From an optimization exercise on the open Yosys and OpenROAD flow, aimed at small area, a short achievable clock period and few clock cycles; shortcuts taken in it are not production practice. In this exercise RTL edits were held to simulation tests only and were not proved equivalent to the original.

## flow/config.mk

```make
export PLATFORM = sky130hd
export DESIGN_NAME = sha256_hasher
export DESIGN_NICKNAME = sha256_hasher
export VERILOG_FILES = /design/flow/design.v
export SDC_FILE = /design/flow/constraint.sdc
export NUM_CORES = 4
export LEC_CHECK = 0
export CAP_MARGIN = 20
export CORE_MARGIN = 2
export CORE_UTILIZATION = 40
export SLEW_MARGIN = 20
```

## flow/constraint.sdc

```tcl
create_clock -name core_clock -period 10.0 [get_ports {clk}]
set_input_delay 2.0000 -clock core_clock [delete_from_list [all_inputs] [get_ports {clk}]]
set_output_delay 2.0000 -clock core_clock [all_outputs]
set_load 0.01 [all_outputs]
```

## flow/design.v

```verilog
module sha256_hasher (
    input  logic         clk,
    input  logic         rst,
    input  logic         in_valid,
    output logic         in_ready,
    input  logic [31:0]  in_data,
    input  logic         in_last,
    input  logic [2:0]   in_bytes,
    output logic [255:0] digest,
    output logic         digest_valid
);
    localparam logic [255:0] IV =
        256'h6a09e667bb67ae853c6ef372a54ff53a510e527f9b05688c1f83d9ab5be0cd19;
    function automatic logic [31:0] kc(input logic [5:0] i);
        case (i)
            6'd0:  kc = 32'h428a2f98; 6'd1:  kc = 32'h71374491; 6'd2:  kc = 32'hb5c0fbcf; 6'd3:  kc = 32'he9b5dba5;
            6'd4:  kc = 32'h3956c25b; 6'd5:  kc = 32'h59f111f1; 6'd6:  kc = 32'h923f82a4; 6'd7:  kc = 32'hab1c5ed5;
            6'd8:  kc = 32'hd807aa98; 6'd9:  kc = 32'h12835b01; 6'd10: kc = 32'h243185be; 6'd11: kc = 32'h550c7dc3;
            6'd12: kc = 32'h72be5d74; 6'd13: kc = 32'h80deb1fe; 6'd14: kc = 32'h9bdc06a7; 6'd15: kc = 32'hc19bf174;
            6'd16: kc = 32'he49b69c1; 6'd17: kc = 32'hefbe4786; 6'd18: kc = 32'h0fc19dc6; 6'd19: kc = 32'h240ca1cc;
            6'd20: kc = 32'h2de92c6f; 6'd21: kc = 32'h4a7484aa; 6'd22: kc = 32'h5cb0a9dc; 6'd23: kc = 32'h76f988da;
            6'd24: kc = 32'h983e5152; 6'd25: kc = 32'ha831c66d; 6'd26: kc = 32'hb00327c8; 6'd27: kc = 32'hbf597fc7;
            6'd28: kc = 32'hc6e00bf3; 6'd29: kc = 32'hd5a79147; 6'd30: kc = 32'h06ca6351; 6'd31: kc = 32'h14292967;
            6'd32: kc = 32'h27b70a85; 6'd33: kc = 32'h2e1b2138; 6'd34: kc = 32'h4d2c6dfc; 6'd35: kc = 32'h53380d13;
            6'd36: kc = 32'h650a7354; 6'd37: kc = 32'h766a0abb; 6'd38: kc = 32'h81c2c92e; 6'd39: kc = 32'h92722c85;
            6'd40: kc = 32'ha2bfe8a1; 6'd41: kc = 32'ha81a664b; 6'd42: kc = 32'hc24b8b70; 6'd43: kc = 32'hc76c51a3;
            6'd44: kc = 32'hd192e819; 6'd45: kc = 32'hd6990624; 6'd46: kc = 32'hf40e3585; 6'd47: kc = 32'h106aa070;
            6'd48: kc = 32'h19a4c116; 6'd49: kc = 32'h1e376c08; 6'd50: kc = 32'h2748774c; 6'd51: kc = 32'h34b0bcb5;
            6'd52: kc = 32'h391c0cb3; 6'd53: kc = 32'h4ed8aa4a; 6'd54: kc = 32'h5b9cca4f; 6'd55: kc = 32'h682e6ff3;
            6'd56: kc = 32'h748f82ee; 6'd57: kc = 32'h78a5636f; 6'd58: kc = 32'h84c87814; 6'd59: kc = 32'h8cc70208;
            6'd60: kc = 32'h90befffa; 6'd61: kc = 32'ha4506ceb; 6'd62: kc = 32'hbef9a3f7; default: kc = 32'hc67178f2;
        endcase
    endfunction
    logic        ir_v;
    logic [31:0] ir_d;
    logic        ir_last;
    logic [2:0]  ir_nb;
    localparam logic [1:0] P_MSG = 2'd0, P_ZERO = 2'd1, P_LHI = 2'd2, P_LLO = 2'd3;
    logic        run;         
    logic [5:0]  t;           
    logic [1:0]  k;           
    logic        blk_final;   
    logic [1:0]  ps;          
    logic        mpend;       
    logic [3:0]  pp;          
    logic [31:0] byte_cnt;    
    logic        dvalid;
    logic [15:0][31:0] w;     
    logic [31:0] a, b, c, e, f, g;
    logic [31:0] hkw, dhkw;   
    logic [31:0] kq;          
    logic [7:0][31:0] hv;     
    logic [255:0] dig;
    logic        want, src_in, avail, shift_src, take, adv;
    logic        t_in, t_tail;
    logic [31:0] src_word;
    logic [1:0]  ps_after_marker;
    assign t_in   = (t <= 6'd13);
    assign t_tail = (t >= 6'd62);
    assign want   = run ? (t_in | t_tail) : 1'b1;
    assign src_in = (ps == P_MSG) && !mpend;
    assign avail  = !src_in || ir_v;
    assign shift_src = want && avail;
    assign take   = shift_src && src_in;
    assign adv    = run && (!t_in || avail);
    assign in_ready = !ir_v || (want && src_in);
    assign ps_after_marker = (pp == 4'd13) ? P_LHI : P_ZERO;
    always_comb begin
        src_word = 32'h0;
        if (src_in) begin
            src_word = ir_d;
            if (ir_last && !ir_nb[2]) begin
                case (ir_nb[1:0])
                    2'd0:    src_word = 32'h8000_0000;
                    2'd1:    src_word = {ir_d[31:24], 24'h80_0000};
                    2'd2:    src_word = {ir_d[31:16], 16'h8000};
                    default: src_word = {ir_d[31:8], 8'h80};
                endcase
            end
        end else if (mpend) begin
            src_word = 32'h8000_0000;
        end else if (ps == P_LHI) begin
            src_word = {29'b0, byte_cnt[31:29]};
        end else if (ps == P_LLO) begin
            src_word = {byte_cnt[28:0], 3'b0};
        end
    end
    logic [31:0] s0, s1, ch, maj, a_new, e_new;
    logic [31:0] ws0, ws1, wnew, w_in;
    assign s1    = {e[5:0], e[31:6]} ^ {e[10:0], e[31:11]} ^ {e[24:0], e[31:25]};
    assign ch    = (e & f) ^ (~e & g);
    assign s0    = {a[1:0], a[31:2]} ^ {a[12:0], a[31:13]} ^ {a[21:0], a[31:22]};
    assign maj   = (a & b) | (c & (a | b));
    assign a_new = s1 + ch + hkw + s0 + maj;
    assign e_new = s1 + ch + dhkw;
    assign ws0  = {w[1][6:0], w[1][31:7]} ^ {w[1][17:0], w[1][31:18]} ^ (w[1] >> 3);
    assign ws1  = {w[14][16:0], w[14][31:17]} ^ {w[14][18:0], w[14][31:19]} ^ (w[14] >> 10);
    assign wnew = ws1 + w[9] + ws0 + w[0];
    logic sched;
    assign sched = run && !t_in && !t_tail;
    assign w_in  = sched ? wnew : src_word;
    logic        nxt0;        
    logic [31:0] p_op, r_op, qh_op, qd_op, hkw_d, dhkw_d;
    assign nxt0  = !run || (t == 6'd63);
    always_comb begin
        p_op  = g;
        r_op  = c;
        qh_op = 32'h0;
        qd_op = 32'h0;
        if (nxt0) begin
            if (run && blk_final) begin
                p_op = IV[31:0];
                r_op = IV[159:128];
            end else begin
                p_op = hv[7];
                r_op = hv[3];
            end
        end else if (t == 6'd62) begin
            qh_op = hv[0];
            qd_op = hv[4];
        end
    end
    assign hkw_d  = p_op + kq + w[15] + qh_op;
    assign dhkw_d = p_op + kq + w[15] + r_op + qd_op;
    logic [31:0] ffa_h, ffe_h, ffa, ffe;
    always_comb begin
        case (t[1:0])
            2'd1:    begin ffa_h = hv[3]; ffe_h = hv[7]; end
            2'd2:    begin ffa_h = hv[2]; ffe_h = hv[6]; end
            default: begin ffa_h = hv[1]; ffe_h = hv[5]; end
        endcase
    end
    assign ffa = ffa_h + a;
    assign ffe = ffe_h + e;
    logic        run_n;
    logic [5:0]  t_n;
    logic [1:0]  k_n, k_inc;
    logic        last_round, fin_round;
    assign last_round = adv && (t == 6'd63);
    assign fin_round  = last_round && blk_final;
    assign k_inc      = k + {1'b0, shift_src};
    always_comb begin
        run_n = run;
        t_n   = t;
        k_n   = k;
        if (rst) begin
            run_n = 1'b0;
            t_n   = '0;
            k_n   = '0;
        end else if (run) begin
            if (adv) begin
                t_n = t + 6'd1;
                if (t_tail) k_n = k_inc;
                if (t == 6'd63) begin
                    if (k_inc == 2'd2) begin
                        k_n = '0;
                    end else begin
                        run_n = 1'b0;
                    end
                end
            end
        end else begin
            if (shift_src) begin
                if (k == 2'd1) begin
                    run_n = 1'b1;
                    t_n   = '0;
                    k_n   = '0;
                end else begin
                    k_n = k_inc;
                end
            end
        end
    end
    always_ff @(posedge clk) begin
        run <= run_n;
        t   <= t_n;
        k   <= k_n;
        kq  <= kc(run_n ? t_n + 6'd1 : 6'd0);
        if (rst) begin
            ir_v      <= 1'b0;
            blk_final <= 1'b0;
            ps        <= P_MSG;
            mpend     <= 1'b0;
            pp        <= '0;
            byte_cnt  <= '0;
            dvalid    <= 1'b0;
            dig       <= '0;
        end else begin
            if (in_valid && in_ready) ir_v <= 1'b1;
            else if (take)            ir_v <= 1'b0;
            if (shift_src) begin
                pp <= pp + 4'd1;
                if (src_in) begin
                    byte_cnt <= byte_cnt + {29'b0, ir_nb};
                    if (ir_last) begin
                        if (ir_nb[2]) mpend <= 1'b1;
                        else          ps    <= ps_after_marker;
                    end
                end else if (mpend) begin
                    mpend <= 1'b0;
                    ps    <= ps_after_marker;
                end else if (ps == P_ZERO) begin
                    if (pp == 4'd13) ps <= P_LHI;
                end else if (ps == P_LHI) begin
                    ps <= P_LLO;
                end else begin
                    ps        <= P_MSG;
                    byte_cnt  <= '0;
                    blk_final <= 1'b1;
                end
            end
            if (last_round) blk_final <= 1'b0;
            dvalid <= fin_round;
            if (fin_round)
                dig <= {a_new, ffa, hv[2], hv[3], e_new, ffe, hv[6], hv[7]};
        end
    end
    always_ff @(posedge clk) begin
        if (in_valid && in_ready) begin
            ir_d    <= in_data;
            ir_last <= in_last;
            ir_nb   <= in_bytes;
        end
    end
    always_ff @(posedge clk) begin
        if (sched || shift_src)
            w <= {w_in, w[15:1]};
        if (adv || !run) begin
            hkw  <= hkw_d;
            dhkw <= dhkw_d;
        end
    end
    always_ff @(posedge clk) begin
        if (rst || fin_round) begin
            a <= IV[255:224];
            b <= IV[223:192];
            c <= IV[191:160];
            e <= IV[127:96];
            f <= IV[95:64];
            g <= IV[63:32];
        end else if (adv) begin
            a <= a_new;
            e <= e_new;
            if (t == 6'd63) begin
                b <= ffa;
                c <= hv[2];
                f <= ffe;
                g <= hv[6];
            end else begin
                b <= a;
                c <= b;
                f <= e;
                g <= f;
            end
        end
        if (rst || fin_round) begin
            hv <= {IV[31:0], IV[63:32], IV[95:64], IV[127:96],
                   IV[159:128], IV[191:160], IV[223:192], IV[255:224]};
        end else if (adv) begin
            if (t == 6'd61) begin
                hv[3] <= ffa;
                hv[7] <= ffe;
            end
            if (t == 6'd62) begin
                hv[2] <= ffa;
                hv[6] <= ffe;
            end
            if (t == 6'd63) begin
                hv[0] <= a_new;
                hv[1] <= ffa;
                hv[4] <= e_new;
                hv[5] <= ffe;
            end
        end
    end
    assign digest       = dig;
    assign digest_valid = dvalid;
endmodule
```

## flow/run.sh

```bash
#!/bin/bash
# synth_recipe.tcl (not shown) runs the flow's synth.tcl, then flattens the netlist and writes it again
# the make line also repeats each setting of config.mk as NAME=value (left out here)
make -C /OpenROAD-flow-scripts/flow DESIGN_CONFIG=/design/flow/config.mk WORK_HOME=/design/flow/orfs CLKGATE_MAP_FILE= SYNTH_SCRIPT=/design/flow/synth_recipe.tcl finish
```

==> flow_summary.ini, run 1 <==
[grt]
grt_pass1_vias = 54228
grt-ovfl-total = 0
grt_max_degree = 212
grt_use_total = 0.278
grt_pass1_wl_mm = 380
antenna_found_initial = 15

[clock_tree]
cts_buffers = 155
cts_root_buf = clkbuf_16
post_cts_buffers = 0
cts_resized = 0
insertion_delay_ns = 0.83
cts.sinks = 1399
cts_max_level = 4
cts_tree = built
clk_pin_slew_ns = 0.06
ctsLongestPathBuffers = 3
cts_hold_buf = 0

[placed_design]
portBuffers = 296
place_inst = 9545
place.gp.congestion = 0.979
dp_hpwl_mm = 196

[die]
initial_core_util = 0.401
core_area_um2 = 180000
die_area_um2 = 184000
die_x_um = 429
rows = 156
fp.dieH_um = 429
ioPinCount = 297

[synthesis]
synth_xor_area_frac = 0.0667
syn_avg_cell_area_um2 = 9.98
syn_inst = 7248
yosysMostFrequentCell = dfxtp_1
seq_area_frac_synth = 0.472
synthDistinctLibCells = 94
yosys-top-cells-count = dfxtp_1, nand2_1, edfxtp_1
synth-simple-area-share = 0.108
synth_compound_area_frac = 0.194
syn_nets = 7789
yosys.area.top_type_share = 0.254
yosys.area.top_type = edfxtp_1
synthAdderAreaFrac = 0.107
synthMuxAreaShare = 0.00685
synth_top_family_by_area = compound AO/OA/AOI/OAI gates
synth-edff-count = 612
yosys_most_used_dff = dfxtp_1
yosys_warnings = 1
yosys_register_bits = 1399
netlist_area_um2 = 72300
async_flop_share = 0
synth.area.top_cells = edfxtp_1, dfxtp_1, fa_1, ha_1, xnor2_1

[setup_path]
cp-start-kind = flop
reg2reg_depth = 31
cp_common_cell = a21oi_1
worstPathRequired_ns = 10.55
r2r-end = dhkw[31]$_DFFE_PP_
crit_path_top_delay_cell = a21oi_4
slowest_delay_ns = 0.76
end_kind = flop
crit_type = reg2reg
path_max_fanout = 30
reg2reg_slack_ns = 1.58
worstPathArrival_ns = 8.97
reg2reg_from = t[2]$_DFF_P_

[sta]
max_slew.worst_pin.slew_ns = 1.33
fmax_ghz = 0.119
period_share = 0.842
rsz0062_at_grt = false
slew-limit-headroom = 0.110
clock_skew_ns = 0.0352
report.final.hold_viol_count = 0
drv_slew = 0
finalSetupTns_ns = 0
period_minus_slack_ns = 8.42
setup-violations-final = 0

[detailed_routing]
drc = 0
ant_nets = 0
drt-total-wl_mm = 262
avgViaCountPerCell = 5.77
drt_pass1_iterations = 8
vias = 56788
dr.first_iter.drc_count = 6285
avgRoutedWirePerCell_um = 26.6

[hold_path]
worstHoldPathCells = 0
worstHoldStart = w[415]$_DFFE_PP_
hold_end = w[383]$_DFFE_PP_
hold_class = reg2reg

[finish]
reg.largest.list = w x512, dig x256, hv x256
largest_reg_flops = 512
final_util = 0.459
finalNonFillerCells = 9834
final_nets = 7873
seqCellArea_um2 = 34100
multi_input_area_um2 = 35100
layout-drive-gt1-share = 0.0563
fillers = 16961
syn_to_final_growth_pct = 14.3
regMostFlops = w

[outcome]
status = complete, no violations

[flow_run]
maxCapViolCount = 0
per-layer routing:
layer / routed length, µm / global-route usage / part of all wire / up-vias
met5: 51 / 0 / 0.00019 / -
met4: 12100 / 0.114 / 0.046 / 8
met3: 17900 / 0.0447 / 0.068 / 468
met2: 121000 / 0.448 / 0.46 / 2153
met1: 111000 / 0.372 / 0.42 / 28077
li1: - / - / - / 26082
kinds of logic (layout without fill, tap and decap cells):
logic type                 Yosys count  count (layout)
AOI/OAI and AO/OA                 2130            2130
xor gates and xnor gates           549             549
adders and majority gates          504             504
buffers and inverters              865            1079
DFF                               1399            1399
muxes                               45              45
other                                0               2
and+or+nand+nor                   1756            1756
worst max path at each step:
stage	start	endpoint	slack, ns	depth (start not counted)
2_1_floorplan	t[0]$_DFF_P_	w[0]$_DFFE_PP_	1.64	8
3_3_place_gp	t[2]$_DFF_P_	dhkw[31]$_DFFE_PP_	1.57	31
3_5_place_dp	t[2]$_DFF_P_	dhkw[31]$_DFFE_PP_	1.60	31
4_1_cts	t[2]$_DFF_P_	dhkw[31]$_DFFE_PP_	1.54	31
5_1_grt	t[2]$_DFF_P_	dhkw[31]$_DFFE_PP_	0.68	31
6_report	t[2]$_DFF_P_	dhkw[31]$_DFFE_PP_	1.58	31
metrics by stage:
step	hold WS, ns	cell area, µm²	setup slack, ns
detailed placement	0.405	77400	1.60
floorplan	0.400	72300	1.64
finish	0.403	82700	1.58
global route	0.400	82700	0.682
CTS	0.394	82700	1.54
global placement	0.400	77400	1.57
layout make-up:
type                       count  share of cell area
timing repair buffer         373              0.0436
tap                         2370              0.0359
antenna                        2           0.0000605
clock inverter                72              0.0108
inverter                     419              0.0191
clock buffer                 215              0.0534
sequential                  1399               0.413
multi-input combinational   4984               0.424
placed cells by master, fill, tap and decap left out, types with 159 or more instances in the layout:
cell,netlist,final
dfxtp_1,787,787
nand2_1,741,738
edfxtp_1,612,612
a21oi_1,591,589
nor2_1,469,466
inv_1,416,415
o21ai_0,414,407
xnor2_1,348,346
ha_1,308,305
clkdlybuf4s50_1,0,295
xor2_1,200,200
fa_1,194,194
a22o_1,188,188
a21o_1,186,186
clkbuf_16,0,159
worst max-delay path, delay by kind of cell, from the launching register on:
kind	cells	cell delay (ns)
AOI/OAI and AO/OA	19	4.51
adders and majority gates	4	1.67
xor gates and xnor gates	2	0.24
DFF	1	0.43
and+or+nand+nor	3	0.66
buffers and inverters	3	0.62
Testbench counts, summed over its fixed seeds: cycles 64,224.
==> run 2, diff against run 1 <==
--- a/flow/design.v
+++ b/flow/design.v
@@ -55,9 +55,10 @@
     logic        t_in, t_tail;
     logic [31:0] src_word;
     logic [1:0]  ps_after_marker;
-    assign t_in   = (t <= 6'd13);
-    assign t_tail = (t >= 6'd62);
-    assign want   = run ? (t_in | t_tail) : 1'b1;
+    logic        f_in, f_tail, f_sched, f61, f62, f63;
+    assign t_in   = f_in;
+    assign t_tail = f_tail;
+    assign want   = !run || t_in || t_tail;
     assign src_in = (ps == P_MSG) && !mpend;
     assign avail  = !src_in || ir_v;
     assign shift_src = want && avail;
@@ -91,17 +92,31 @@
     assign ch    = (e & f) ^ (~e & g);
     assign s0    = {a[1:0], a[31:2]} ^ {a[12:0], a[31:13]} ^ {a[21:0], a[31:22]};
     assign maj   = (a & b) | (c & (a | b));
-    assign a_new = s1 + ch + hkw + s0 + maj;
-    assign e_new = s1 + ch + dhkw;
+    logic [31:0] xa_s, xa_c, ya_s, ya_c, za_s, za_c, xe_s, xe_c;
+    assign xa_s = hkw ^ ch ^ maj;
+    assign xa_c = {(hkw[30:0] & ch[30:0]) | (hkw[30:0] & maj[30:0]) | (ch[30:0] & maj[30:0]), 1'b0};
+    assign ya_s = xa_s ^ xa_c ^ s0;
+    assign ya_c = {(xa_s[30:0] & xa_c[30:0]) | (xa_s[30:0] & s0[30:0]) | (xa_c[30:0] & s0[30:0]), 1'b0};
+    assign za_s = ya_s ^ ya_c ^ s1;
+    assign za_c = {(ya_s[30:0] & ya_c[30:0]) | (ya_s[30:0] & s1[30:0]) | (ya_c[30:0] & s1[30:0]), 1'b0};
+    assign a_new = za_s + za_c;
+    assign xe_s = dhkw ^ ch ^ s1;
+    assign xe_c = {(dhkw[30:0] & ch[30:0]) | (dhkw[30:0] & s1[30:0]) | (ch[30:0] & s1[30:0]), 1'b0};
+    assign e_new = xe_s + xe_c;
     assign ws0  = {w[1][6:0], w[1][31:7]} ^ {w[1][17:0], w[1][31:18]} ^ (w[1] >> 3);
     assign ws1  = {w[14][16:0], w[14][31:17]} ^ {w[14][18:0], w[14][31:19]} ^ (w[14] >> 10);
-    assign wnew = ws1 + w[9] + ws0 + w[0];
+    logic [31:0] wx_s, wx_c, wy_s, wy_c;
+    assign wx_s = w[0] ^ w[9] ^ ws0;
+    assign wx_c = {(w[0][30:0] & w[9][30:0]) | (w[0][30:0] & ws0[30:0]) | (w[9][30:0] & ws0[30:0]), 1'b0};
+    assign wy_s = wx_s ^ wx_c ^ ws1;
+    assign wy_c = {(wx_s[30:0] & wx_c[30:0]) | (wx_s[30:0] & ws1[30:0]) | (wx_c[30:0] & ws1[30:0]), 1'b0};
+    assign wnew = wy_s + wy_c;
     logic sched;
-    assign sched = run && !t_in && !t_tail;
+    assign sched = run && f_sched;
     assign w_in  = sched ? wnew : src_word;
     logic        nxt0;        
     logic [31:0] p_op, r_op, qh_op, qd_op, hkw_d, dhkw_d;
-    assign nxt0  = !run || (t == 6'd63);
+    assign nxt0  = !run || f63;
     always_comb begin
         p_op  = g;
         r_op  = c;
@@ -115,13 +130,22 @@
                 p_op = hv[7];
                 r_op = hv[3];
             end
-        end else if (t == 6'd62) begin
+        end else if (f62) begin
             qh_op = hv[0];
             qd_op = hv[4];
         end
     end
-    assign hkw_d  = p_op + kq + w[15] + qh_op;
-    assign dhkw_d = p_op + kq + w[15] + r_op + qd_op;
+    logic [31:0] pk_s, pk_c, ph_s, ph_c, pd1_s, pd1_c, pd2_s, pd2_c;
+    assign pk_s  = p_op ^ kq ^ w[15];
+    assign pk_c  = {(p_op[30:0] & kq[30:0]) | (p_op[30:0] & w[15][30:0]) | (kq[30:0] & w[15][30:0]), 1'b0};
+    assign ph_s  = pk_s ^ pk_c ^ qh_op;
+    assign ph_c  = {(pk_s[30:0] & pk_c[30:0]) | (pk_s[30:0] & qh_op[30:0]) | (pk_c[30:0] & qh_op[30:0]), 1'b0};
+    assign pd1_s = pk_s ^ pk_c ^ r_op;
+    assign pd1_c = {(pk_s[30:0] & pk_c[30:0]) | (pk_s[30:0] & r_op[30:0]) | (pk_c[30:0] & r_op[30:0]), 1'b0};
+    assign pd2_s = pd1_s ^ pd1_c ^ qd_op;
+    assign pd2_c = {(pd1_s[30:0] & pd1_c[30:0]) | (pd1_s[30:0] & qd_op[30:0]) | (pd1_c[30:0] & qd_op[30:0]), 1'b0};
+    assign hkw_d  = ph_s + ph_c;
+    assign dhkw_d = pd2_s + pd2_c;
     logic [31:0] ffa_h, ffe_h, ffa, ffe;
     always_comb begin
         case (t[1:0])
@@ -136,22 +160,18 @@
     logic [5:0]  t_n;
     logic [1:0]  k_n, k_inc;
     logic        last_round, fin_round;
-    assign last_round = adv && (t == 6'd63);
+    assign last_round = adv && f63;
     assign fin_round  = last_round && blk_final;
     assign k_inc      = k + {1'b0, shift_src};
     always_comb begin
         run_n = run;
         t_n   = t;
         k_n   = k;
-        if (rst) begin
-            run_n = 1'b0;
-            t_n   = '0;
-            k_n   = '0;
-        end else if (run) begin
+        if (run) begin
             if (adv) begin
                 t_n = t + 6'd1;
                 if (t_tail) k_n = k_inc;
-                if (t == 6'd63) begin
+                if (f63) begin
                     if (k_inc == 2'd2) begin
                         k_n = '0;
                     end else begin
@@ -172,10 +192,16 @@
         end
     end
     always_ff @(posedge clk) begin
-        run <= run_n;
+        run <= run_n && !rst;
         t   <= t_n;
-        k   <= k_n;
+        k   <= rst ? 2'd0 : k_n;
         kq  <= kc(run_n ? t_n + 6'd1 : 6'd0);
+        f_in    <= run_n && (t_n <= 6'd13);
+        f_tail  <= run_n && (t_n >= 6'd62);
+        f_sched <= run_n && (t_n >= 6'd14) && (t_n <= 6'd61);
+        f61     <= run_n && (t_n == 6'd61);
+        f62     <= run_n && (t_n == 6'd62);
+        f63     <= run_n && (t_n == 6'd63);
         if (rst) begin
             ir_v      <= 1'b0;
             blk_final <= 1'b0;
@@ -230,18 +256,14 @@
             dhkw <= dhkw_d;
         end
     end
+    logic sel_rnd, ld_iv;
+    assign sel_rnd = adv && !fin_round && !rst;
+    assign ld_iv   = rst || fin_round;
     always_ff @(posedge clk) begin
-        if (rst || fin_round) begin
-            a <= IV[255:224];
-            b <= IV[223:192];
-            c <= IV[191:160];
-            e <= IV[127:96];
-            f <= IV[95:64];
-            g <= IV[63:32];
-        end else if (adv) begin
+        if (sel_rnd) begin
             a <= a_new;
             e <= e_new;
-            if (t == 6'd63) begin
+            if (f63) begin
                 b <= ffa;
                 c <= hv[2];
                 f <= ffe;
@@ -252,23 +274,39 @@
                 f <= e;
                 g <= f;
             end
-        end
-        if (rst || fin_round) begin
-            hv <= {IV[31:0], IV[63:32], IV[95:64], IV[127:96],
-                   IV[159:128], IV[191:160], IV[223:192], IV[255:224]};
+        end else if (ld_iv) begin
+            a <= IV[255:224];
+            b <= IV[223:192];
+            c <= IV[191:160];
+            e <= IV[127:96];
+            f <= IV[95:64];
+            g <= IV[63:32];
+        end
+        if (sel_rnd && f63) begin
+            hv[0] <= a_new;
+            hv[4] <= e_new;
+        end else if (ld_iv) begin
+            hv[0] <= IV[255:224];
+            hv[4] <= IV[127:96];
+        end
+        if (ld_iv) begin
+            hv[1] <= IV[223:192];
+            hv[2] <= IV[191:160];
+            hv[3] <= IV[159:128];
+            hv[5] <= IV[95:64];
+            hv[6] <= IV[63:32];
+            hv[7] <= IV[31:0];
         end else if (adv) begin
-            if (t == 6'd61) begin
+            if (f61) begin
                 hv[3] <= ffa;
                 hv[7] <= ffe;
             end
-            if (t == 6'd62) begin
+            if (f62) begin
                 hv[2] <= ffa;
                 hv[6] <= ffe;
             end
-            if (t == 6'd63) begin
-                hv[0] <= a_new;
+            if (f63) begin
                 hv[1] <= ffa;
-                hv[4] <= e_new;
                 hv[5] <= ffe;
             end
         end
--- a/flow/config.mk
+++ b/flow/config.mk
@@ -8,4 +8,5 @@
 export CAP_MARGIN = 20
 export CORE_MARGIN = 2
 export CORE_UTILIZATION = 40
+export SETUP_SLACK_MARGIN = 5
 export SLEW_MARGIN = 20
==> run 2 against run 1 <==
- worst setup slack improved by 3.2 ns
- final cell count decreased by 1.8%
- synthesized area increased by 1.4%
- die area increased by 1.4%
- largest cell class is now sequential cells
- still clean on timing, DRC and antenna
- non-clock buffer count increased by 214
- wire length increased by 5.9%
- critical endpoint is now dhkw[30]$_DFFE_PP_
==> flow_summary.ini, run 2 <==
[detailed_routing]
dr.first_iter.drc_count = 6340
drc = 0
drt_pass1_iterations = 6
ant_nets = 0
vias = 55893
avgRoutedWirePerCell_um = 28.7
drt-total-wl_mm = 278
avgViaCountPerCell = 5.79

[clock_tree]
insertion_delay_ns = 0.85
cts_max_level = 4
cts_buffers = 153
cts.sinks = 1405
ctsLongestPathBuffers = 3
clk_pin_slew_ns = 0.06
cts_hold_buf = 0
cts_root_buf = clkbuf_16
cts_tree = built

[setup_path]
cp-start-kind = flop
crit_type = reg2reg
cp_common_cell = fa_1
path_max_fanout = 7
crit_family = compound AO/OA/AOI/OAI gates
worstPathArrival_ns = 5.80
reg2reg_slack_ns = 4.73
end_kind = flop
worstPathRequired_ns = 10.54
slowest_delay_ns = 0.49
critPathBufInv = 6
crit_chain = clkinvlp_4, nor2_4, buf_4, buf_12, a22o_4, fa_1, inv_1, fa_1, fa_1, inv_1, ha_1, a21o_1, a211oi_2, o211ai_1, buf_4, a31o_4, a41o_1, o41a_1, xor2_1
crit_path_top_delay_cell = fa_1

[sta]
rsz0062_at_grt = true
report.final.hold_viol_count = 0
period_share = 0.527
fmax_ghz = 0.190
setup-violations-final = 0
slew-limit-headroom = 0.185
drv_slew = 0
hold_slack_ns = 0.400
max_slew.worst_pin.slew_ns = 1.21
finalSetupTns_ns = 0
clock_skew_ns = 0.0768
period_minus_slack_ns = 5.27

[finish]
layout-drive-gt1-share = 0.119
fillers = 16573
final_nets = 7740
mostFrequentLayoutCells = edfxtp_1, nand2_1, dfxtp_1
reg.largest.list = w x512, dig x256, hv x256
final_util = 0.478
final_common_cell = edfxtp_1
regMostFlops = w
syn_to_final_growth_pct = 19.1
largest_reg_flops = 512

[die]
core_area_um2 = 183000
die_x_um = 432
rows = 157
ioPinCount = 297
die_area_um2 = 187000
initial_core_util = 0.402
fp.dieH_um = 432

[synthesis]
yosys-top-cells-count = edfxtp_1, nand2_1, dfxtp_1
async_flop_share = 0
yosysMostFrequentCell = edfxtp_1
yosys_register_bits = 1405
seq_area_frac_synth = 0.502
yosys.area.top_type_share = 0.355
syn_avg_cell_area_um2 = 10.8
syn_inst = 6772
syn_nets = 7374
yosys_most_used_dff = edfxtp_1
netlist_area_um2 = 73400
synth.area.top_cells = edfxtp_1, dfxtp_1, fa_1, ha_1, xnor2_1
synthDistinctLibCells = 99
yosys_warnings = 1
yosys.area.top_type = edfxtp_1
synth-edff-count = 868

[flow_run]
maxCapViolCount = 0

[grt]
grt_max_degree = 171
antenna_found_initial = 21
grt_use_total = 0.289
grt-ovfl-total = 0
grt_pass1_vias = 52312
grt_pass1_wl_mm = 387

[placed_design]
portBuffers = 296
dp_hpwl_mm = 205
place.gp.congestion = 1.01

[hold_path]
hold_class = reg2reg

[outcome]
status = complete, no violations
==> run 2: cell types whose count changed after synthesis, moves of 60 or more <==
cell and change:
edfxtp_1 +256, dfxtp_1 -250, a21oi_1 -192, fa_1 +118, inv_1 +115, a21o_1 -110
mux2i_1 +108, clkbuf_1 -74, xor2_1 -69, nor2_1 -60
==> run 2: layout make-up <==
cell class | instances | area [µm²] | share of cell area
Antenna cell | 10 | 25.0 | 0.000286
Clock buffer | 210 | 4240 | 0.0486
Clock inverter | 72 | 742 | 0.00849
Inverter | 534 | 2030 | 0.0233
Multi-Input combinational cell | 4457 | 35000 | 0.400
Sequential cell | 1405 | 36800 | 0.422
Tap cell | 2385 | 2980 | 0.0342
Timing Repair Buffer | 587 | 5560 | 0.0637
==> run 2: cells by family after synthesis <==
family | Yosys count | synth area share
simple gates | 1603 | 0.0958
buf+inv | 910 | 0.0480
compound gates | 1657 | 0.148
mux | 126 | 0.0175
xor+xnor | 478 | 0.0571
flops | 1405 | 0.502
fa+ha+maj | 593 | 0.132
==> run 2: worst paths after layout <==
check,start,endpoint,cells past startpoint
worst max-delay path,run$_DFF_P_,dhkw[30]$_DFFE_PP_,19
worst min-delay path,w[209]$_DFFE_PP_,w[177]$_DFFE_PP_,0
worst max register to register,run$_DFF_P_,dhkw[30]$_DFFE_PP_,19
worst min register to register,w[209]$_DFFE_PP_,w[177]$_DFFE_PP_,0
==> run 2: metrics by stage <==
step	cells	worst slack, ns	cell area [µm²]
6_report	9660	4.73	87400
5_1_grt	9652	4.67	87400
4_1_cts	9534	4.75	85500
3_5_place_dp	9154	3.75	78700
3_3_place_gp	9154	3.82	78700
2_1_floorplan	6772	0.424	73500
==> run 2: metal layers <==
layer  global-route usage  share of wire
met2                0.445           0.45
met5                    0        0.00041
met1                0.400           0.42
met3               0.0564          0.088
met4                0.114          0.043
==> run 2: timing repair <==
action / 4_1_cts / 5_1_grt
buffers inserted: 95 / 113
setup endpoints to repair: 363 / 189
resized for setup: 179 / 193
endpoints found under the hold margin: 0 / 0
gates cloned: 3 / 1
pin swaps: 33 / 74
==> run 2: worst reg2reg max path, delay by kind of cell, from the launching register on <==
kind	cells	cell delay [ns]
flops	1	0.38
xor+xnor	1	0.16
buf+inv	6	0.85
fa+ha+maj	4	1.69
simple gates	1	0.23
compound gates	7	1.70
Testbench counts of run 2, summed over its fixed seeds: cycles 64,224.
==> run 3, diff against run 2 <==
--- a/flow/config.mk
+++ b/flow/config.mk
@@ -8,5 +8,5 @@
 export CAP_MARGIN = 20
 export CORE_MARGIN = 2
 export CORE_UTILIZATION = 40
-export SETUP_SLACK_MARGIN = 5
+export SETUP_SLACK_MARGIN = 3.5
 export SLEW_MARGIN = 20
==> run 3 against run 2 <==
- worst setup slack got worse by 1.0 ns
- design area fell by 3.9%
- critical path type unchanged
- global-route usage fell by 0.69 points
- synthesized cell count did not move
- register-to-register slack got worse by 1.0 ns
- critical endpoint unchanged
- sequential share of layout area rose by 1.7 points
- wire length fell by 3.3%
- clock skew fell by 0.013 ns
==> flow_summary.ini, run 3 <==
[sta]
period_minus_slack_ns = 6.27
fmax_ghz = 0.160
slew-limit-headroom = 0.158
report.final.hold_viol_count = 0
period_share = 0.627
max_slew.worst_pin.slew_ns = 1.25
drv_slew = 0
finalSetupTns_ns = 0
rsz0062_at_grt = false
clock_skew_ns = 0.0638
setup-violations-final = 0

[clock_tree]
cts_root_buf = clkbuf_16
cts_max_level = 4
cts.sinks = 1405
cts_buffers = 155
insertion_delay_ns = 0.86
cts_tree = built
clk_pin_slew_ns = 0.07
ctsLongestPathBuffers = 3

[synthesis]
yosys_warnings = 1
netlist_area_um2 = 73400
async_flop_share = 0
yosysMostFrequentCell = edfxtp_1
yosys.area.top_type_share = 0.355
syn_inst = 6772
yosys_most_used_dff = edfxtp_1
yosys.area.top_type = edfxtp_1
seq_area_frac_synth = 0.502
synth.area.top_cells = edfxtp_1, dfxtp_1, fa_1, ha_1, xnor2_1
synth-edff-count = 868
syn_avg_cell_area_um2 = 10.8
syn_nets = 7374
synthDistinctLibCells = 99
yosys_register_bits = 1405
yosys-top-cells-count = edfxtp_1, nand2_1, dfxtp_1

[finish]
reg.largest.list = w x512, dig x256, hv x256
final_common_cell = edfxtp_1
seqCellArea_um2 = 36800
final_area_um2 = 84000
regMostFlops = w
multi_input_area_um2 = 33300
largest_reg_flops = 512
syn_to_final_growth_pct = 14.5
layout-drive-gt1-share = 0.0593
fillers = 16892
final_nets = 7523
mostFrequentLayoutCells = edfxtp_1, nand2_1, dfxtp_1

[detailed_routing]
drt-total-wl_mm = 268
drt_pass1_iterations = 6
avgRoutedWirePerCell_um = 28.4
dr.first_iter.drc_count = 6421
drc = 0
avgViaCountPerCell = 5.81
ant_nets = 0
vias = 54902

[grt]
grt_max_degree = 183
grt_use_total = 0.282
grt_pass1_wl_mm = 379
grt_pass1_vias = 51562
antenna_found_initial = 17
grt-ovfl-total = 0

[outcome]
status = complete, no violations

[flow_run]
maxCapViolCount = 0

[die]
core_area_um2 = 183000
rows = 157
initial_core_util = 0.402
die_area_um2 = 187000
ioPinCount = 297
fp.dieH_um = 432
die_x_um = 432

[placed_design]
place.gp.congestion = 1.02
dp_hpwl_mm = 202
portBuffers = 296
place_area_um2 = 78600

[hold_path]
hold_class = reg2reg

[setup_path]
path_max_fanout = 24
worstPathArrival_ns = 6.83
crit_type = reg2reg
worstPathRequired_ns = 10.56
cp-start-kind = flop
end_kind = flop
[run 3: path summary, 6_finish.rpt]
| check | start | cells past startpoint | endpoint | slack (ns) |
|---|---|---|---|---|
| worst min-delay path | w[369]$_DFFE_PP_ | 0 | w[337]$_DFFE_PP_ | 0.40 |
| worst max-delay path | run$_DFF_P_ | 18 | dhkw[30]$_DFFE_PP_ | 3.73 |
| worst max register to register | run$_DFF_P_ | 18 | dhkw[30]$_DFFE_PP_ | 3.73 |
| worst min register to register | w[369]$_DFFE_PP_ | 0 | w[337]$_DFFE_PP_ | 0.40 |
[run 3: critical path, cell delays in order (launching register included)]
cell and delay (ns):
dfxtp_1 0.33, buf_4 0.28, nand2_1 0.65, o22a_1 0.48, fa_1 0.49, inv_1 0.07
fa_1 0.45, fa_1 0.50, inv_1 0.04, ha_1 0.24, a211oi_1 0.32, o21ai_0 0.20
a41oi_1 0.32, nand2b_1 0.27, o211ai_1 0.25, a31o_2 0.32, a41o_1 0.25, o41a_1 0.32
xor2_1 0.15
[run 3: logic make-up after synthesis]
kind of cell | count (synthesis) | synth area share
AOI/OAI and AO/OA | 1657 | 0.148
xor gates and xnor gates | 478 | 0.0571
adders and majority gates | 593 | 0.132
buffers and inverters | 910 | 0.0480
DFF | 1405 | 0.502
muxes | 126 | 0.0175
and+or+nand+nor | 1603 | 0.0958
[run 3: cell type report]
cell class | instances | area share
diodes | 6 | 0.000179
clock inverters | 78 | 0.0117
clock buffers | 209 | 0.0517
inverters | 534 | 0.0239
repair buffers | 368 | 0.0421
well taps | 2385 | 0.0355
multi-input cells | 4457 | 0.397
flip-flops and latches | 1405 | 0.438
[run 3: layer usage]
layer | up-vias | track usage | part of all wire
li1 | 24217 | - | -
met1 | 27378 | 0.389 | 0.42
met2 | 2790 | 0.434 | 0.45
met3 | 507 | 0.0580 | 0.092
met4 | 10 | 0.109 | 0.042
met5 | - | 0 | 0.00026
[run 3: timing repair]
action / 4_1_cts / 5_1_grt
setup endpoints to repair: 0 / 2
setup buffers: 0 / 0
resized for setup: 0 / 1
hold buffers: 0 / 0
[run 3: through the flow]
step	util	cells	setup WS (ns)	hold slack, ns
floorplan	-	6772	0.424	0.400
global placement	0.430	9149	3.82	0.401
detailed placement	0.430	9149	3.87	0.405
CTS	0.460	9436	3.83	0.392
global route	0.460	9436	3.52	0.394
finish	0.460	9442	3.73	0.395
==> run 4, diff against run 3 <==
--- a/flow/design.v
+++ b/flow/design.v
@@ -31,10 +31,6 @@
             6'd60: kc = 32'h90befffa; 6'd61: kc = 32'ha4506ceb; 6'd62: kc = 32'hbef9a3f7; default: kc = 32'hc67178f2;
         endcase
     endfunction
-    logic        ir_v;
-    logic [31:0] ir_d;
-    logic        ir_last;
-    logic [2:0]  ir_nb;
     localparam logic [1:0] P_MSG = 2'd0, P_ZERO = 2'd1, P_LHI = 2'd2, P_LLO = 2'd3;
     logic        run;         
     logic [5:0]  t;           
@@ -51,7 +47,7 @@
     logic [31:0] kq;          
     logic [7:0][31:0] hv;     
     logic [255:0] dig;
-    logic        want, src_in, avail, shift_src, take, adv;
+    logic        want, src_in, avail, shift_src, adv;
     logic        t_in, t_tail;
     logic [31:0] src_word;
     logic [1:0]  ps_after_marker;
@@ -60,22 +56,21 @@
     assign t_tail = f_tail;
     assign want   = !run || t_in || t_tail;
     assign src_in = (ps == P_MSG) && !mpend;
-    assign avail  = !src_in || ir_v;
+    assign avail  = !src_in || in_valid;
     assign shift_src = want && avail;
-    assign take   = shift_src && src_in;
     assign adv    = run && (!t_in || avail);
-    assign in_ready = !ir_v || (want && src_in);
+    assign in_ready = want && src_in;
     assign ps_after_marker = (pp == 4'd13) ? P_LHI : P_ZERO;
     always_comb begin
         src_word = 32'h0;
         if (src_in) begin
-            src_word = ir_d;
-            if (ir_last && !ir_nb[2]) begin
-                case (ir_nb[1:0])
+            src_word = in_data;
+            if (in_last && !in_bytes[2]) begin
+                case (in_bytes[1:0])
                     2'd0:    src_word = 32'h8000_0000;
-                    2'd1:    src_word = {ir_d[31:24], 24'h80_0000};
-                    2'd2:    src_word = {ir_d[31:16], 16'h8000};
-                    default: src_word = {ir_d[31:8], 8'h80};
+                    2'd1:    src_word = {in_data[31:24], 24'h80_0000};
+                    2'd2:    src_word = {in_data[31:16], 16'h8000};
+                    default: src_word = {in_data[31:8], 8'h80};
                 endcase
             end
         end else if (mpend) begin
@@ -114,27 +109,12 @@
     logic sched;
     assign sched = run && f_sched;
     assign w_in  = sched ? wnew : src_word;
-    logic        nxt0;        
+    logic        sel_g, sel_hv, sel_iv, sel_q;
     logic [31:0] p_op, r_op, qh_op, qd_op, hkw_d, dhkw_d;
-    assign nxt0  = !run || f63;
-    always_comb begin
-        p_op  = g;
-        r_op  = c;
-        qh_op = 32'h0;
-        qd_op = 32'h0;
-        if (nxt0) begin
-            if (run && blk_final) begin
-                p_op = IV[31:0];
-                r_op = IV[159:128];
-            end else begin
-                p_op = hv[7];
-                r_op = hv[3];
-            end
-        end else if (f62) begin
-            qh_op = hv[0];
-            qd_op = hv[4];
-        end
-    end
+    assign p_op  = ({32{sel_g}} & g) | ({32{sel_hv}} & hv[7]) | ({32{sel_iv}} & IV[31:0]);
+    assign r_op  = ({32{sel_g}} & c) | ({32{sel_hv}} & hv[3]) | ({32{sel_iv}} & IV[159:128]);
+    assign qh_op = {32{sel_q}} & hv[0];
+    assign qd_op = {32{sel_q}} & hv[4];
     logic [31:0] pk_s, pk_c, ph_s, ph_c, pd1_s, pd1_c, pd2_s, pd2_c;
     assign pk_s  = p_op ^ kq ^ w[15];
     assign pk_c  = {(p_op[30:0] & kq[30:0]) | (p_op[30:0] & w[15][30:0]) | (kq[30:0] & w[15][30:0]), 1'b0};
@@ -196,6 +176,10 @@
         t   <= t_n;
         k   <= rst ? 2'd0 : k_n;
         kq  <= kc(run_n ? t_n + 6'd1 : 6'd0);
+        sel_iv <= run_n && (t_n == 6'd63) && blk_final;
+        sel_hv <= !run_n || ((t_n == 6'd63) && !blk_final);
+        sel_g  <= run_n && (t_n != 6'd63);
+        sel_q  <= run_n && (t_n == 6'd62);
         f_in    <= run_n && (t_n <= 6'd13);
         f_tail  <= run_n && (t_n >= 6'd62);
         f_sched <= run_n && (t_n >= 6'd14) && (t_n <= 6'd61);
@@ -203,7 +187,6 @@
         f62     <= run_n && (t_n == 6'd62);
         f63     <= run_n && (t_n == 6'd63);
         if (rst) begin
-            ir_v      <= 1'b0;
             blk_final <= 1'b0;
             ps        <= P_MSG;
             mpend     <= 1'b0;
@@ -212,14 +195,12 @@
             dvalid    <= 1'b0;
             dig       <= '0;
         end else begin
-            if (in_valid && in_ready) ir_v <= 1'b1;
-            else if (take)            ir_v <= 1'b0;
             if (shift_src) begin
                 pp <= pp + 4'd1;
                 if (src_in) begin
-                    byte_cnt <= byte_cnt + {29'b0, ir_nb};
-                    if (ir_last) begin
-                        if (ir_nb[2]) mpend <= 1'b1;
+                    byte_cnt <= byte_cnt + {29'b0, in_bytes};
+                    if (in_last) begin
+                        if (in_bytes[2]) mpend <= 1'b1;
                         else          ps    <= ps_after_marker;
                     end
                 end else if (mpend) begin
@@ -242,13 +223,6 @@
         end
     end
     always_ff @(posedge clk) begin
-        if (in_valid && in_ready) begin
-            ir_d    <= in_data;
-            ir_last <= in_last;
-            ir_nb   <= in_bytes;
-        end
-    end
-    always_ff @(posedge clk) begin
         if (sched || shift_src)
             w <= {w_in, w[15:1]};
         if (adv || !run) begin
--- a/flow/config.mk
+++ b/flow/config.mk
@@ -8,5 +8,6 @@
 export CAP_MARGIN = 20
 export CORE_MARGIN = 2
 export CORE_UTILIZATION = 40
-export SETUP_SLACK_MARGIN = 3.5
+export CTS_BUF_LIST = sky130_fd_sc_hd__clkbuf_8
+export SETUP_SLACK_MARGIN = 5
 export SLEW_MARGIN = 20
==> run 4 against run 3 <==
- design area grew 2.8%
- still clean
- first-iteration DRC count decreased by 5.7%
==> flow_summary.ini, run 4 <==
[outcome]
status = complete, no violations

[synthesis]
syn_avg_cell_area_um2 = 10.8
syn_nets = 7246
async_flop_share = 0
synthDistinctLibCells = 102
yosys-top-cells-count = edfxtp_1, nand2_1, dfxtp_1
synth-edff-count = 832
yosys_register_bits = 1371
netlist_area_um2 = 71800
yosys.area.top_type_share = 0.348
yosys.area.top_type = edfxtp_1
yosys_most_used_dff = edfxtp_1
seq_area_frac_synth = 0.498
yosysMostFrequentCell = edfxtp_1
yosys_warnings = 1
syn_inst = 6644
synth.area.top_cells = edfxtp_1, dfxtp_1, fa_1, ha_1, nand2_1

[finish]
fillers = 16179
mostFrequentLayoutCells = edfxtp_1, nand2_1, inv_1
final_area_um2 = 86300
regMostFlops = w
reg.largest.list = w x512, dig x256, hv x256
layout-drive-gt1-share = 0.143
largest_reg_flops = 512
final_common_cell = edfxtp_1
syn_to_final_growth_pct = 20.2
final_nets = 7705

[sta]
fmax_ghz = 0.194
period_share = 0.516
setup-violations-final = 0
slew-limit-headroom = 0.195
rsz0062_at_grt = true
finalSetupTns_ns = 0
max_slew.worst_pin.slew_ns = 1.21
hold_slack_ns = 0.400
period_minus_slack_ns = 5.16
clock_skew_ns = 0.0723
setup_ws_ns = 4.84
report.final.hold_viol_count = 0
drv_slew = 0

[setup_path]
crit_chain = buf_4, mux2i_4, inv_1, fa_1, inv_1, fa_1, inv_1, fa_1, ha_1, a21o_1, a21o_1, a21oi_2, nor2b_1, a211oi_2, nor2_1, a21oi_2, xnor2_2, buf_6, nor2_1
critPathLaunch = e[23]$_SDFFCE_PN0P_
cp-endpoint = a[31]$_SDFFCE_PN0P_
crit_path_top_delay_cell = fa_1
reg2reg_slack_ns = 4.84
critical_path_depth = 19
end_kind = flop
r2r-end = a[31]$_SDFFCE_PN0P_
crit_type = reg2reg
reg2reg_from = e[23]$_SDFFCE_PN0P_
worstPathRequired_ns = 10.70
worstPathArrival_ns = 5.86
critPathBufInv = 5
reg2reg_depth = 19
slowest_delay_ns = 0.54
cp-start-kind = flop
crit_family = adder cells
path_max_fanout = 5

[placed_design]
place_ws_ns = 2.36
place_area_um2 = 77100
portBuffers = 296
place.gp.congestion = 0.986
dp_hpwl_mm = 192

[die]
die_area_um2 = 183000
fp.dieH_um = 428
core_area_um2 = 178000
ioPinCount = 297
rows = 155
initial_core_util = 0.403
die_x_um = 428

[clock_tree]
cts_tree = built
ctsLongestPathBuffers = 3
insertion_delay_ns = 1.02
cts_root_buf = clkbuf_8
clk_pin_slew_ns = 0.07
cts_buffers = 225
cts_max_level = 4
cts.sinks = 1371

[detailed_routing]
avgViaCountPerCell = 5.69
drc = 0
dr.first_iter.drc_count = 6055
avgRoutedWirePerCell_um = 28.1
drt-total-wl_mm = 271
ant_nets = 0
drt_pass1_iterations = 6
vias = 54966

[grt]
met2_usage = 0.463
met1_usage = 0.365
grt_max_degree = 214
grt_use_met3 = 0.0660
grt-busiest-layer = met2
grt_pass1_wl_mm = 380
antenna_found_initial = 13
grt_pass1_vias = 52816
grt_use_total = 0.289
grt-ovfl-total = 0

[hold_path]
hold_class = reg2reg

[flow_run]
maxCapViolCount = 0
==> run 4: changes by cell type after synthesis, sizes merged, moves of 16 or more <==
cell and change:
clkbuf +24, and3 -20, buf -17, edfxtp -36
o22ai -26, a221oi +19, o21ai -39, a21oi -33
nand3 -21, nand2 +46, a21o +19, xor2 +16
==> run 4: worst min-delay path by stage <==
stage	slack (ns)	startpoint	end	cells after the start
final	0.40	w[402]$_DFFE_PP_	w[370]$_DFFE_PP_	0
after floorplan	0.40	w[132]$_DFFE_PP_	w[100]$_DFFE_PP_	0
after global routing	0.40	w[342]$_DFFE_PP_	w[310]$_DFFE_PP_	0
after CTS	0.40	w[402]$_DFFE_PP_	w[370]$_DFFE_PP_	0
after detailed placement	0.40	w[158]$_DFFE_PP_	w[126]$_DFFE_PP_	0
after global placement	0.40	w[323]$_DFFE_PP_	w[291]$_DFFE_PP_	0
==> run 4: worst register-to-register path, stage by stage (launching register included) <==
cell	delay, ns
edfxtp_1	0.32
buf_4	0.21
mux2i_4	0.48
inv_1	0.27
fa_1	0.54
inv_1	0.05
fa_1	0.48
inv_1	0.05
fa_1	0.43
ha_1	0.40
a21o_1	0.19
a21o_1	0.19
a21oi_2	0.27
nor2b_1	0.25
a211oi_2	0.11
nor2_1	0.14
a21oi_2	0.09
xnor2_2	0.19
buf_6	0.18
nor2_1	0.05
==> run 4: per-layer routing <==
| metal | routed length (µm) | vias to the layer above |
|---|---|---|
| met5 | 117 | - |
| met3 | 21900 | 639 |
| li1 | - | 24331 |
| met2 | 126000 | 2468 |
| met1 | 107000 | 27514 |
| met4 | 16300 | 14 |
==> run 4: cell type report <==
type | count | area (µm²) | share of cell area
Inverter | 519 | 1960 | 0.0228
Timing Repair Buffer | 612 | 6030 | 0.0699
Clock buffer | 255 | 3510 | 0.0407
Multi-Input combinational cell | 4374 | 35100 | 0.406
Sequential cell | 1371 | 35800 | 0.415
Tap cell | 2355 | 2950 | 0.0341
Antenna cell | 5 | 12.5 | 0.000145
Clock inverter | 161 | 976 | 0.0113
==> run 4: cell families after synthesis <==
| group | Yosys count | synth area share |
|---|---|---|
| multiplexers | 126 | 0.0177 |
| XOR/XNOR | 487 | 0.0598 |
| AO/OA/AOI/OAI | 1587 | 0.148 |
| adder cells (fa/ha/maj) | 593 | 0.135 |
| AND/OR/NAND/NOR | 1578 | 0.0940 |
| buffers and inverters | 902 | 0.0480 |
| flip-flops | 1371 | 0.498 |
==> run 4: what timing repair did <==
action | in CTS | in global routing
buffers inserted | 147 | 83
hold endpoints to repair | 0 | 0
setup endpoints to repair | 321 | 154
gates cloned | 8 | 0
gates resized for setup | 326 | 190
pin swaps | 94 | 132
hold buffers | 0 | 0
==> run 4: per-stage QoR <==
| stage | cells | util |
|---|---|---|
| final | 9652 | 0.484 |
| after global placement | 8992 | 0.432 |
| after CTS | 9563 | 0.475 |
| after detailed placement | 8992 | 0.432 |
| after floorplan | 6644 | - |
| after global routing | 9650 | 0.484 |
Testbench counts of run 4, summed over its fixed seeds: cycles 64,216.
==> run 5, diff against run 4 <==
--- a/flow/design.v
+++ b/flow/design.v
@@ -48,7 +48,10 @@
     logic [7:0][31:0] hv;     
     logic [255:0] dig;
     logic        want, src_in, avail, shift_src, adv;
+    logic        rot, rot_full, busy;
+    logic [3:0]  rc;          
     logic        t_in, t_tail;
+    assign busy = (rc != 4'd0);
     logic [31:0] src_word;
     logic [1:0]  ps_after_marker;
     logic        f_in, f_tail, f_sched, f61, f62, f63;
@@ -57,9 +60,12 @@
     assign want   = !run || t_in || t_tail;
     assign src_in = (ps == P_MSG) && !mpend;
     assign avail  = !src_in || in_valid;
-    assign shift_src = want && avail;
-    assign adv    = run && (!t_in || avail);
-    assign in_ready = want && src_in;
+    assign shift_src = !busy && want && avail;
+    assign adv    = !busy && run && (!t_in || avail);
+    assign rot      = busy || (want && !avail);
+    assign rot_full = !busy && want && !avail &&
+                      (run ? (t_in || k[0]) : k[0]);
+    assign in_ready = !busy && want && src_in;
     assign ps_after_marker = (pp == 4'd13) ? P_LHI : P_ZERO;
     always_comb begin
         src_word = 32'h0;
@@ -172,6 +178,9 @@
         end
     end
     always_ff @(posedge clk) begin
+        if (rst)           rc <= '0;
+        else if (busy)     rc <= rc - 4'd1;
+        else if (rot_full) rc <= 4'd15;
         run <= run_n && !rst;
         t   <= t_n;
         k   <= rst ? 2'd0 : k_n;
@@ -223,8 +232,7 @@
         end
     end
     always_ff @(posedge clk) begin
-        if (sched || shift_src)
-            w <= {w_in, w[15:1]};
+        w <= {rot ? w[0] : w_in, w[15:1]};
         if (adv || !run) begin
             hkw  <= hkw_d;
             dhkw <= dhkw_d;
--- a/flow/config.mk
+++ b/flow/config.mk
@@ -7,7 +7,7 @@
 export LEC_CHECK = 0
 export CAP_MARGIN = 20
 export CORE_MARGIN = 2
-export CORE_UTILIZATION = 40
+export CORE_UTILIZATION = 55
 export CTS_BUF_LIST = sky130_fd_sc_hd__clkbuf_8
 export SETUP_SLACK_MARGIN = 5
 export SLEW_MARGIN = 20
==> run 5 against run 4 <==
- core utilization grew 19 points
- non-clock buffer count shrank 31
- design area shrank 6.9%
- count of clock-buffer cells in the layout grew 15
- worst hold slack lost 0.090 ns
- still clean on timing, DRC and antenna
- final cell count shrank 7.4%
- global-route usage grew 9.6 points
- fmax shrank 5.6%
- die area shrank 32%
- synthesized area shrank 7.1%
==> flow_summary.ini, run 5 <==
[placed_design]
place_ws_ns = 2.64
place.gp.congestion = 1.04
portBuffers = 296
dp_hpwl_mm = 176

[setup_path]
reg2reg_from = sel_g$_DFF_P_
r2r-end = dhkw[29]$_DFFE_PP_
crit_chain = buf_12, buf_16, a221o_1, fa_2, fa_1, inv_1, fa_1, inv_1, ha_2, inv_2, fa_2, nor2b_2, o31a_1, o221a_2, a41o_1, o22ai_4, or3_4, a21oi_4, a211oi_4, inv_1, a41o_1, xor2_1
path_max_fanout = 7
worstPathRequired_ns = 10.82
reg2reg_depth = 22
cp_common_cell = inv_1
worstPathArrival_ns = 6.28
reg2reg_slack_ns = 4.53
end_kind = flop
crit_path_top_delay_cell = fa_1
crit_family = adder cells
crit_type = reg2reg
slowest_delay_ns = 0.52
critPathBufInv = 6
cp-start-kind = flop

[die]
core_area_um2 = 120000
initial_core_util = 0.556
ioPinCount = 297
die_x_um = 352
fp.dieH_um = 352
rows = 127
die_area_um2 = 124000

[grt]
antenna_found_initial = 19
grt_pass1_vias = 50898
grt_max_degree = 159
grt_use_total = 0.385
grt-ovfl-total = 0
grt_pass1_wl_mm = 350

[finish]
final_common_cell = dfxtp_1
syn_to_final_growth_pct = 20.4
largest_reg_flops = 512
reg.largest.list = w x512, dig x256, hv x256
multi_input_area_um2 = 34800
fillers = 9595
regMostFlops = w
final_nets = 7738
layout-drive-gt1-share = 0.135
mostFrequentLayoutCells = dfxtp_1, nand2_1, inv_1
seqCellArea_um2 = 30800

[synthesis]
seq_area_frac_synth = 0.460
yosys_warnings = 1
syn_inst = 6705
yosys_register_bits = 1375
syn_nets = 7308
synthDistinctLibCells = 89
yosys_most_used_dff = dfxtp_1
async_flop_share = 0
synth-edff-count = 320
syn_avg_cell_area_um2 = 9.96
netlist_area_um2 = 66800
yosysMostFrequentCell = dfxtp_1
yosys.area.top_type = dfxtp_1
synth.area.top_cells = dfxtp_1, edfxtp_1, fa_1, ha_1, xnor2_1
yosys.area.top_type_share = 0.316
yosys-top-cells-count = dfxtp_1, nand2_1, inv_1

[sta]
slew-limit-headroom = 0.120
period_minus_slack_ns = 5.47
clock_skew_ns = 0.0957
max_slew.worst_pin.slew_ns = 1.32
drv_slew = 0
setup_ws_ns = 4.53
rsz0062_at_grt = true
setup-violations-final = 0
fmax_ghz = 0.183
period_share = 0.547
finalSetupTns_ns = 0
report.final.hold_viol_count = 0

[detailed_routing]
avgRoutedWirePerCell_um = 27.5
wl_met3_mm = 30.3
wl_met1_mm = 95.2
avgViaCountPerCell = 6.01
routed-wl-met2_mm = 106
vias = 53736
drt_pass1_iterations = 6
dr.first_iter.drc_count = 6298
highest_layer = met5
ant_nets = 0
drt-total-wl_mm = 246
drc = 0

[clock_tree]
cts_root_buf = clkbuf_8
ctsLongestPathBuffers = 3
cts_hold_buf = 0
cts_max_level = 4
clk_pin_slew_ns = 0.07
cts.sinks = 1375
insertion_delay_ns = 1.01
cts_buffers = 218
cts_tree = built

[hold_path]
hold_end = w[130]$_DFF_P_
worstHoldStart = w[162]$_DFF_P_
worstHoldPathCells = 0
hold_class = reg2reg

[outcome]
status = complete, no violations

[flow_run]
maxCapViolCount = 0
-- run 5: per-stage QoR --
stage               area [µm²]  utilization  hold WS, ns  cells
CTS                      78900        0.657        0.309   8859
global placement         71000        0.591        0.310   8312
detailed placement       71100        0.592        0.312   8315
floorplan                66900            -        0.310   6705
finish                   80400        0.669        0.310   8942
global route             80400        0.669        0.306   8933
-- run 5: kinds of logic after synthesis --
family,synth area share
and+or+nand+nor,0.104
AOI/OAI and AO/OA,0.157
xor gates and xnor gates,0.0639
adders and majority gates,0.145
buffers and inverters,0.0518
DFF,0.460
muxes,0.0177
-- run 5: area by class of cell --
cell class                 count  area share
antenna                       14    0.000436
clock buffer                 270      0.0462
clock inverter               131      0.0157
inverter                     541      0.0257
multi-input combinational   4418       0.433
sequential                  1375       0.383
tap                         1612      0.0251
timing repair buffer         581      0.0710
-- run 5: how the worst max path moves through the flow --
stage,from,endpoint,slack (ns),cells past startpoint
floorplan,in_valid,dhkw[0]$_DFFE_PP_,4.60,2
global placement,in_valid,kq[22]$_DFF_P_,2.69,15
detailed placement,in_valid,kq[22]$_DFF_P_,2.64,15
CTS,sel_g$_DFF_P_,dhkw[31]$_DFFE_PP_,4.62,22
global route,e[18]$_SDFFCE_PN1P_,a[28]$_SDFFCE_PN0P_,4.47,19
finish,sel_g$_DFF_P_,dhkw[29]$_DFFE_PP_,4.53,22
-- run 5: timing repair --
item / 4_1_cts / 5_1_grt
gates cloned: 5 / 1
gates resized for setup: 314 / 178
setup buffers: 138 / 67
pin swaps: 87 / 116
endpoints found under the setup margin: 302 / 167
-- run 5: worst register-to-register path, delay by kind of cell, from the launching register on --
family	cells	cell delay, ns
adder cells (fa/ha/maj)	5	1.93
buffers and inverters	6	0.61
AO/OA/AOI/OAI	8	1.76
AND/OR/NAND/NOR	2	0.50
XOR/XNOR	1	0.17
flip-flops	1	0.37
-- run 5: routing by layer --
layer | GRT usage | vias to the layer above
li1 | - | 23876
met1 | 0.508 | 26248
met2 | 0.571 | 2932
met3 | 0.123 | 661
met4 | 0.188 | 19
met5 | 0 | -
Testbench counts of run 5, summed over its fixed seeds: cycles 64,216.
==> run 6, diff against run 5 <==
--- a/flow/config.mk
+++ b/flow/config.mk
@@ -8,6 +8,8 @@
 export CAP_MARGIN = 20
 export CORE_MARGIN = 2
 export CORE_UTILIZATION = 55
-export CTS_BUF_LIST = sky130_fd_sc_hd__clkbuf_8
+export CTS_BUF_LIST = sky130_fd_sc_hd__clkbuf_16
+export CTS_CLUSTER_DIAMETER = 80
+export CTS_CLUSTER_SIZE = 30
 export SETUP_SLACK_MARGIN = 5
 export SLEW_MARGIN = 20
==> run 6 against run 5 <==
- critical path depth decreased by 3
- die area unchanged
- count of clock-buffer cells in the layout decreased by 197
- worst setup slack improved by 0.025 ns
- worst hold slack improved by 0.0072 ns
- global-route usage decreased by 0.52 points
- register-to-register slack improved by 0.03 ns
==> flow_summary.ini, run 6 <==
[die]
die_x_um = 352
rows = 127
fp.dieH_um = 352
ioPinCount = 297
die_area_um2 = 124000
initial_core_util = 0.556

[sta]
period_share = 0.544
drv_slew = 0
setup_ws_ns = 4.56
clock_skew_ns = 0.0535
setup-violations-final = 0
rsz0062_at_grt = true
hold_slack_ns = 0.317
period_minus_slack_ns = 5.44
finalSetupTns_ns = 0

[detailed_routing]
avgViaCountPerCell = 6.10
drt-total-wl_mm = 243
drt_pass1_iterations = 6
drc = 0
dr.first_iter.drc_count = 6815
avgRoutedWirePerCell_um = 28.0
vias = 52916
ant_nets = 0

[synthesis]
yosys_register_bits = 1375
syn_inst = 6705
yosys.area.top_type = dfxtp_1
yosysMostFrequentCell = dfxtp_1
yosys.area.top_type_share = 0.316
synth.area.top_cells = dfxtp_1, edfxtp_1, fa_1, ha_1, xnor2_1
yosys_most_used_dff = dfxtp_1
syn_avg_cell_area_um2 = 9.96

[setup_path]
cp-endpoint = a[30]$_SDFFCE_PN1P_
worstPathArrival_ns = 5.91
worstPathRequired_ns = 10.47
cp-start-kind = flop
r2r-end = a[30]$_SDFFCE_PN1P_
reg2reg_from = e[2]$_SDFFCE_PN1P_
end_kind = flop
critPathLaunch = e[2]$_SDFFCE_PN1P_

[placed_design]
portBuffers = 296
place_area_um2 = 71100
place.gp.congestion = 1.04

[finish]
seqCellArea_um2 = 30800
syn_to_final_growth_pct = 17.6
final_area_um2 = 78500
reg.largest.list = w x512, dig x256, hv x256
finalNonFillerCells = 8671
final_util = 0.653
regMostFlops = w
mostFrequentLayoutCells = dfxtp_1, nand2_1, inv_1
fillers = 9747
final_common_cell = dfxtp_1

[outcome]
status = complete, no violations

[grt]
grt_use_total = 0.380
grt-ovfl-total = 0
grt_pass1_wl_mm = 346
antenna_found_initial = 18
grt_max_degree = 159

[clock_tree]
cts_buffers = 73
cts_max_level = 3
cts.sinks = 1375
cts_root_buf = clkbuf_16
insertion_delay_ns = 0.74
clk_pin_slew_ns = 0.12
ctsLongestPathBuffers = 3

[hold_path]
hold_class = reg2reg

[flow_run]
maxCapViolCount = 0
-- run 6: cell types whose count changed in the layout (fill, tap and decap cells not counted), sizes merged --
cell,delta
diode,-12
buf,+15
dlymetal6s2s,-1
clkinvlp,-2
dlygate4sd2,+1
clkbuf,-196
clkinv,-34
inv,-29
bufbuf,+1
bufinv,-14
-- run 6: worst max-delay path, stage by stage (launching register included) --
cell      delay, ns
edfxtp_1       0.49
mux2i_4        0.47
inv_2          0.07
fa_1           0.48
inv_1          0.05
fa_1           0.46
fa_2           0.61
inv_2          0.06
ha_4           0.28
a211oi_4       0.06
o211ai_1       0.31
nand3_1        0.14
o211ai_1       0.19
o22a_1         0.28
a41oi_2        0.19
a211o_4        0.42
o21ai_2        0.18
a21oi_2        0.09
xnor2_2        0.17
nand2b_4       0.15
-- run 6: repair_timing --
action / in CTS / in global routing
gates resized for setup: 337 / 211
cloned: 6 / 0
pin swaps: 100 / 150
hold buffers: 0 / 0
setup buffers: 153 / 69
setup endpoints to repair: 476 / 164
-- run 6: cell families after synthesis --
logic type | synth area share
AND/OR/NAND/NOR | 0.104
AO/OA/AOI/OAI | 0.157
flip-flops | 0.460
buffers and inverters | 0.0518
adder cells (fa/ha/maj) | 0.145
XOR/XNOR | 0.0639
multiplexers | 0.0177
-- run 6: routing by layer --
layer,vias to the layer above,GRT usage,share of wire
met1,25904,0.510,0.39
met2,2897,0.567,0.43
met3,594,0.107,0.12
met4,20,0.184,0.058
met5,-,0,0.00050
li1,23501,-,-
-- run 6: layout make-up --
| type | instances | area share |
|---|---|---|
| multi-input cells | 4418 | 0.446 |
| flip-flops and latches | 1375 | 0.392 |
| repair buffers | 598 | 0.0760 |
| inverters | 541 | 0.0264 |
| well taps | 1612 | 0.0257 |
| clock buffers | 73 | 0.0233 |
| clock inverters | 52 | 0.0108 |
| diodes | 2 | 0.0000638 |
-- run 6: worst min-delay path by stage --
stage / endpoint / cells past startpoint
2_1_floorplan: w[100]$_DFF_P_ / 0
3_3_place_gp: w[197]$_DFF_P_ / 0
3_5_place_dp: w[38]$_DFF_P_ / 0
4_1_cts: w[158]$_DFF_P_ / 0
5_1_grt: w[300]$_DFF_P_ / 0
6_report: w[390]$_DFF_P_ / 0

[what the ideal ports hide]
How much do the figures lean on ideal ports? The routed layouts below were timed once more, with nothing changed but the port constraints. Step 1 (the two cells are an assumption about what drives the block):
set clk [get_ports {clk}]
set_driving_cell -lib_cell sky130_fd_sc_hd__clkbuf_16 $clk
set_driving_cell -lib_cell sky130_fd_sc_hd__buf_2 [delete_from_list [all_inputs] $clk]
Step 2 also shifts input and output timing later by t, the mid clock arrival at the registers, as if the neighbouring blocks saw the same clock. Slacks: ideal / step 1 / step 2; pairs: ideal / step 1.
run	t (ns)	setup slack, ns	worst hold slack (ns)	clock arrival spread, ns
run 1	0.908	1.585 / 1.585 / 1.585	0.403 / 0.403 / 0.403	0.036 / 0.036
run 2	0.898	4.735 / 4.735 / 4.389	0.400 / 0.400 / 0.400	0.078 / 0.078
run 3	0.910	3.733 / 3.733 / 3.733	0.395 / 0.395 / 0.395	0.065 / 0.064
run 4	1.066	4.839 / 4.839 / 4.069	0.400 / 0.400 / 0.400	0.076 / 0.075
run 5	1.042	4.535 / 4.535 / 4.250	0.310 / 0.310 / 0.310	0.096 / 0.095
run 6	0.795	4.560 / 4.560 / 4.399	0.317 / 0.317 / 0.317	0.057 / 0.057
After both steps setup and hold are still met in every run listed. For run 4, which loses most, drivers alone change the setup slack by 0.000 ns; drivers and shift together by -0.770 ns.
